Background: an optimization exercise with open tools, aiming at small area, a short achievable clock period and few clock cycles. Do not read the settings as production practice. RTL that was checked went through simulation tests only; none was proved equivalent to the original. Power and IR drop assume default switching activity.

// decaying_tone_synth
module decaying_tone_synth (
  input  logic                                clk,
  input  logic                                rst,
  input  logic                                in_valid,
  output logic                                in_ready,
  input  logic                                start_req,
  output logic                                out_valid,
  input  logic                                out_ready,
  output logic signed [dts_pkg::SAMPLE_W-1:0] sample,
  output logic                                done_res,
  input  logic                                cfg_valid,
  output logic                                cfg_ready,
  input  logic [dts_pkg::CFG_IDX_W-1:0]       cfg_index,
  input  logic [dts_pkg::CFG_DATA_W-1:0]      cfg_data
);
clock: 10.0 ns
lec_check: 0
cap_margin: 60
core_margin: 2
core_utilization: 25
place_density: 0.45
slew_margin: 60
synth_memory_max_bits: 16384
run.sh (not shown) runs the stock make flow with config.mk's settings and CLKGATE_MAP_FILE= SYNTH_SCRIPT=/design/flow/synth_recipe.tcl, a recipe that flattens the netlist after the stock synthesis.
Testbench counts at the start, summed over its fixed seeds: cycles 12,816.
Rerun with:
--- a/flow/design.v
+++ b/flow/design.v
@@ -304,18 +304,17 @@
   input  logic                         res_valid,
   input  logic                         res_done,
   input  logic [dts_pkg::Y_W-1:0]      res_y,
   output logic [dts_pkg::SAMPLE_W-1:0] sample,
   output logic                         done_res
 );
   localparam int CREDITS = dts_pkg::CREDITS;
   localparam int QDEPTH  = CREDITS - 1;
-  localparam int ENTRY_W = dts_pkg::Y_W;
-  localparam logic [ENTRY_W-1:0] DONE_CODE = {1'b1, {(ENTRY_W-1){1'b0}}};
+  localparam int ENTRY_W = dts_pkg::Y_W + 1;
   logic               pop;
   logic               full;
   logic               head_empty;
   logic [CREDITS-1:0] inflight;
   logic [CREDITS-1:0] inflight_next;
   assign pop       = !head_empty && out_ready;
   assign accept    = in_valid && !full;
   assign cfg_we    = cfg_valid;
@@ -340,35 +339,28 @@
     end
   end
   logic [ENTRY_W-1:0] mem [QDEPTH];
   logic [QDEPTH-1:0]  wr_ptr;
   logic [QDEPTH-1:0]  rd_ptr;
   logic [QDEPTH-1:0]  qcount;
   logic               head_free;
   logic [ENTRY_W-1:0] mem_rd;
-  logic [ENTRY_W-1:0] head_y;
-  logic               head_done;
+  logic [ENTRY_W-1:0] head_next;
   assign head_free = head_empty || out_ready;
   always_comb begin
     mem_rd = '0;
     for (int i = 0; i < QDEPTH; i++) begin
       if (rd_ptr[i]) mem_rd = mem_rd | mem[i];
     end
-    if (qcount[0]) begin
-      head_done = mem_rd == DONE_CODE;
-      head_y    = head_done ? '0 : mem_rd;
-    end else begin
-      head_done = res_done;
-      head_y    = res_y;
-    end
+    head_next = qcount[0] ? mem_rd : {res_done, res_y};
   end
   always_ff @(posedge clk) begin
     for (int i = 0; i < QDEPTH; i++) begin
-      if (res_valid && wr_ptr[i]) mem[i] <= res_done ? DONE_CODE : res_y;
+      if (res_valid && wr_ptr[i]) mem[i] <= {res_done, res_y};
     end
   end
   always_ff @(posedge clk) begin
     if (rst) begin
       wr_ptr     <= QDEPTH'(1);
       rd_ptr     <= QDEPTH'(1);
       qcount     <= '0;
       out_valid  <= 1'b0;
@@ -391,18 +383,18 @@
         end
       end else if (res_valid) begin
         qcount <= {qcount[QDEPTH-2:0], 1'b1};
       end
     end
   end
   always_ff @(posedge clk) begin
     if (head_free) begin
-      done_res <= head_done;
-      sample   <= {head_y[ENTRY_W-1], head_y};
+      done_res <= head_next[ENTRY_W-1];
+      sample   <= {head_next[ENTRY_W-2], head_next[ENTRY_W-2:0]};
     end
   end
 endmodule
 `timescale 1ns / 1ps
 module dts_datapath (
   input  logic                                clk,
   input  logic                                rst,
   input  logic                                accept,
@@ -468,56 +460,42 @@
         sample_index   <= sample_index + dts_pkg::COUNT_W'(1);
         phase_acc      <= phase_acc + {1'b0, phase_step};
       end
     end
   end
   logic [8:0]                j_main, j_half;
   logic                      s0_valid, s0_over;
   logic [8:0]                s0_jm, s0_jh;
-  logic [8:0]                s0_jm_n, s0_jh_n;
   logic                      s0_ms, s0_hs;
   logic                      s0_start;
   assign j_main = phase_acc[30] ? (9'd256 - {1'b0, phase_acc[29:22]}) : {1'b0, phase_acc[29:22]};
   assign j_half = phase_acc[31] ? (9'd256 - {1'b0, phase_acc[30:23]}) : {1'b0, phase_acc[30:23]};
   always_ff @(posedge clk) begin
     if (rst) begin
       s0_valid <= 1'b0;
     end else begin
       s0_valid <= req;
     end
     s0_over <= over;
     s0_jm   <= req_start ? '0 : j_main;
-    s0_jm_n <= req_start ? '1 : ~j_main;
     s0_ms   <= phase_acc[31] && !req_start;
     s0_jh   <= (req_start || !half_en) ? '0 : j_half;
-    s0_jh_n <= (req_start || !half_en) ? '1 : ~j_half;
     s0_hs   <= phase_acc[32] && !req_start && half_en;
     s0_start <= req_start;
   end
   logic [14:0] rom_main_m, rom_half_m;
-  logic [14:0] rom_main_hi, rom_main_lo, rom_half_hi, rom_half_lo;
-  dts_sine_rom u_rom_main_hi (
+  dts_sine_rom u_rom_main (
     .j (s0_jm),
-    .m (rom_main_hi)
+    .m (rom_main_m)
   );
-  dts_sine_rom u_rom_main_lo (
-    .j (~s0_jm_n),
-    .m (rom_main_lo)
-  );
-  dts_sine_rom u_rom_half_hi (
+  dts_sine_rom u_rom_half (
     .j (s0_jh),
-    .m (rom_half_hi)
-  );
-  dts_sine_rom u_rom_half_lo (
-    .j (~s0_jh_n),
-    .m (rom_half_lo)
+    .m (rom_half_m)
   );
-  assign rom_main_m = {rom_main_hi[14:8], rom_main_lo[7:0]};
-  assign rom_half_m = {rom_half_hi[14:8], rom_half_lo[7:0]};
   logic                      s1_valid, s1_over;
   logic [14:0]               s1_x;
   logic [15:0]               s1_y;
   logic                      s1_ms, s1_d;
   logic                      s1_start;
   always_ff @(posedge clk) begin
     if (rst) begin
       s1_valid <= 1'b0;
What happened:
- first-iteration DRC count shrinks by about 2.4%
- global-route usage grows by 0.60 points
- total power shrinks by 11%
- register-to-register slack improved by 320 ps
- cell count shrinks by about 0.5%
- critical path depth shrinks by 1
- setup slack improved by 320 ps
Testbench counts after the change, summed over its fixed seeds: cycles 12,816.

========
## red
Another version of the RTL of decaying_tone_synth (not shown whole).
Size in the first run: roughly 5100 cells after synthesis, about 570 flip-flops, roughly 45000 µm² of cells after synthesis.
// decaying_tone_synth
module decaying_tone_synth (
  input  logic                                clk,
  input  logic                                rst,
  input  logic                                in_valid,
  output logic                                in_ready,
  input  logic                                start_req,
  output logic                                out_valid,
  input  logic                                out_ready,
  output logic signed [dts_pkg::SAMPLE_W-1:0] sample,
  output logic                                done_res,
  input  logic                                cfg_valid,
  output logic                                cfg_ready,
  input  logic [dts_pkg::CFG_IDX_W-1:0]       cfg_index,
  input  logic [dts_pkg::CFG_DATA_W-1:0]      cfg_data
);
Settings: LEC_CHECK=0, CAP_MARGIN=60, CORE_MARGIN=2, CORE_UTILIZATION=25, PLACE_DENSITY=0.45, SLEW_MARGIN=60, SYNTH_MEMORY_MAX_BITS=16384; clock period 10.0 ns.
Modified inputs, blue compared to red
diff --git a/flow/design.v b/flow/design.v
--- a/flow/design.v
+++ b/flow/design.v
@@ -16,13 +16,13 @@
   localparam logic [COUNT_W-1:0] COUNT_RST  = 20'd4410;
   localparam logic [ESTEP_W-1:0] ESTEP_RST  = 16'd15;
   localparam logic [FREQ_W-1:0]  HALF_ENABLE_HZ = 15'd200;
   localparam logic [ENV_W-1:0]   ENV_FULL       = 16'hFFFF;
   localparam int                 GAIN_MAIN      = 9830;
   localparam int                 GAIN_HALF      = 3277;
-  localparam int CREDITS     = 7;
+  localparam int CREDITS     = 8;
 endpackage
 `timescale 1ns / 1ps
 module dts_sine_rom (
   input  logic [8:0]  j,
   output logic [14:0] m
 );
@@ -306,13 +306,14 @@
   input  logic [dts_pkg::Y_W-1:0]      res_y,
   output logic [dts_pkg::SAMPLE_W-1:0] sample,
   output logic                         done_res
 );
   localparam int CREDITS = dts_pkg::CREDITS;
   localparam int QDEPTH  = CREDITS - 1;
-  localparam int ENTRY_W = dts_pkg::Y_W + 1;
+  localparam int ENTRY_W = dts_pkg::Y_W;
+  localparam logic [ENTRY_W-1:0] DONE_CODE = {1'b1, {(ENTRY_W-1){1'b0}}};
   logic               pop;
   logic               full;
   logic               head_empty;
   logic [CREDITS-1:0] inflight;
   logic [CREDITS-1:0] inflight_next;
   assign pop       = !head_empty && out_ready;
@@ -341,24 +342,31 @@
   logic [ENTRY_W-1:0] mem [QDEPTH];
   logic [QDEPTH-1:0]  wr_ptr;
   logic [QDEPTH-1:0]  rd_ptr;
   logic [QDEPTH-1:0]  qcount;
   logic               head_free;
   logic [ENTRY_W-1:0] mem_rd;
-  logic [ENTRY_W-1:0] head_next;
+  logic [ENTRY_W-1:0] head_y;
+  logic               head_done;
   assign head_free = head_empty || out_ready;
   always_comb begin
     mem_rd = '0;
     for (int i = 0; i < QDEPTH; i++) begin
       if (rd_ptr[i]) mem_rd = mem_rd | mem[i];
     end
-    head_next = qcount[0] ? mem_rd : {res_done, res_y};
+    if (qcount[0]) begin
+      head_done = mem_rd == DONE_CODE;
+      head_y    = head_done ? '0 : mem_rd;
+    end else begin
+      head_done = res_done;
+      head_y    = res_y;
+    end
   end
   always_ff @(posedge clk) begin
     for (int i = 0; i < QDEPTH; i++) begin
-      if (res_valid && wr_ptr[i]) mem[i] <= {res_done, res_y};
+      if (res_valid && wr_ptr[i]) mem[i] <= res_done ? DONE_CODE : res_y;
     end
   end
   always_ff @(posedge clk) begin
     if (rst) begin
       wr_ptr     <= QDEPTH'(1);
       rd_ptr     <= QDEPTH'(1);
@@ -385,14 +393,14 @@
         qcount <= {qcount[QDEPTH-2:0], 1'b1};
       end
     end
   end
   always_ff @(posedge clk) begin
     if (head_free) begin
-      done_res <= head_next[ENTRY_W-1];
-      sample   <= {head_next[ENTRY_W-2], head_next[ENTRY_W-2:0]};
+      done_res <= head_done;
+      sample   <= {head_y[ENTRY_W-1], head_y};
     end
   end
 endmodule
 `timescale 1ns / 1ps
 module dts_datapath (
   input  logic                                clk,
@@ -424,24 +432,34 @@
         2'd1: phase_step    <= cfg_data[dts_pkg::PSTEP_W-1:0];
         2'd2: sample_count  <= cfg_data[dts_pkg::COUNT_W-1:0];
         default: envelope_step <= cfg_data[dts_pkg::ESTEP_W-1:0];
       endcase
     end
   end
+  logic                          req;
+  logic                          req_start;
+  always_ff @(posedge clk) begin
+    if (rst) begin
+      req <= 1'b0;
+    end else begin
+      req <= accept;
+    end
+    req_start <= start_req;
+  end
   logic                          over_run;
   logic                          count_zero;
   logic                          over;
   assign over_run   = sample_index >= sample_count;
   assign count_zero = sample_count == '0;
-  assign over       = start_req ? count_zero : over_run;
+  assign over       = req_start ? count_zero : over_run;
   always_ff @(posedge clk) begin
     if (rst) begin
       sample_index   <= dts_pkg::COUNT_RST;
       phase_acc      <= '0;
-    end else if (accept) begin
-      if (start_req) begin
+    end else if (req) begin
+      if (req_start) begin
         if (count_zero) begin
           sample_index   <= '0;
           phase_acc      <= '0;
         end else begin
           sample_index   <= dts_pkg::COUNT_W'(1);
           phase_acc      <= {1'b0, phase_step};
@@ -460,20 +478,20 @@
   assign j_main = phase_acc[30] ? (9'd256 - {1'b0, phase_acc[29:22]}) : {1'b0, phase_acc[29:22]};
   assign j_half = phase_acc[31] ? (9'd256 - {1'b0, phase_acc[30:23]}) : {1'b0, phase_acc[30:23]};
   always_ff @(posedge clk) begin
     if (rst) begin
       s0_valid <= 1'b0;
     end else begin
-      s0_valid <= accept;
+      s0_valid <= req;
     end
     s0_over <= over;
-    s0_jm   <= start_req ? '0 : j_main;
-    s0_ms   <= phase_acc[31] && !start_req;
-    s0_jh   <= (start_req || !half_en) ? '0 : j_half;
-    s0_hs   <= phase_acc[32] && !start_req && half_en;
-    s0_start <= start_req;
+    s0_jm   <= req_start ? '0 : j_main;
+    s0_ms   <= phase_acc[31] && !req_start;
+    s0_jh   <= (req_start || !half_en) ? '0 : j_half;
+    s0_hs   <= phase_acc[32] && !req_start && half_en;
+    s0_start <= req_start;
   end
   logic [14:0] rom_main_m, rom_half_m;
   dts_sine_rom u_rom_main (
     .j (s0_jm),
     .m (rom_main_m)
   );
--- outcome ---
- blue vs red — standard-cell row count rose about 1.3%.
- Looking only at combinational share of power, and setting everything else aside, the higher value of blue and red goes to red.
- blue — setup slack 0.13 ns higher, red as reference
- Higher final weighted congestion in routability-driven placement among blue and red: blue
- Critical path start-end classification = reg -> reg: blue; critical path start-end classification = in -> reg: red
- blue vs red — highest net fanout along the worst path climbed by more than a quarter
- Summary — cell count, blue relative to red: higher, by 178.
- The critical path depth reported for blue is greater than that of red by 1.
- blue was carried through to the last stage, and its layout satisfied the timing, design-rule and antenna checks.
Testbench counts of blue, summed over its fixed seeds: cycles 12,816.
Only the layout flow was run in red; the RTL was not checked for function there.

re-timing with driven ports:
No port has a modelled driver above. Below, the same layouts with a new extraction and two added sets of constraints. Step 1, drivers: a clkbuf_16 drives clk and a buf_2 each remaining input, both assumed. Step 2 moves the port delays by t, midway between the first and last clock arrival at a register: inputs arrive t later, outputs are due t later. That takes back most of the time a late clock gives input paths. Slacks: ideal / step 1 / step 2; pairs: ideal / step 1.
run	shift t [ns]	slack for setup (ns)	pins driven straight from the clock port
the first run of note 1	0.737	6.045 / 6.045 / 6.045	1
the second run of note 1	0.705	6.361 / 6.361 / 6.137	1
red	0.695	6.009 / 6.055 / 5.360	1
blue	0.707	6.139 / 6.139 / 6.139	1
After both steps every run listed still meets setup and hold. For red, which loses most, drivers alone change the setup slack by +0.046 ns; drivers and shift together by -0.649 ns.
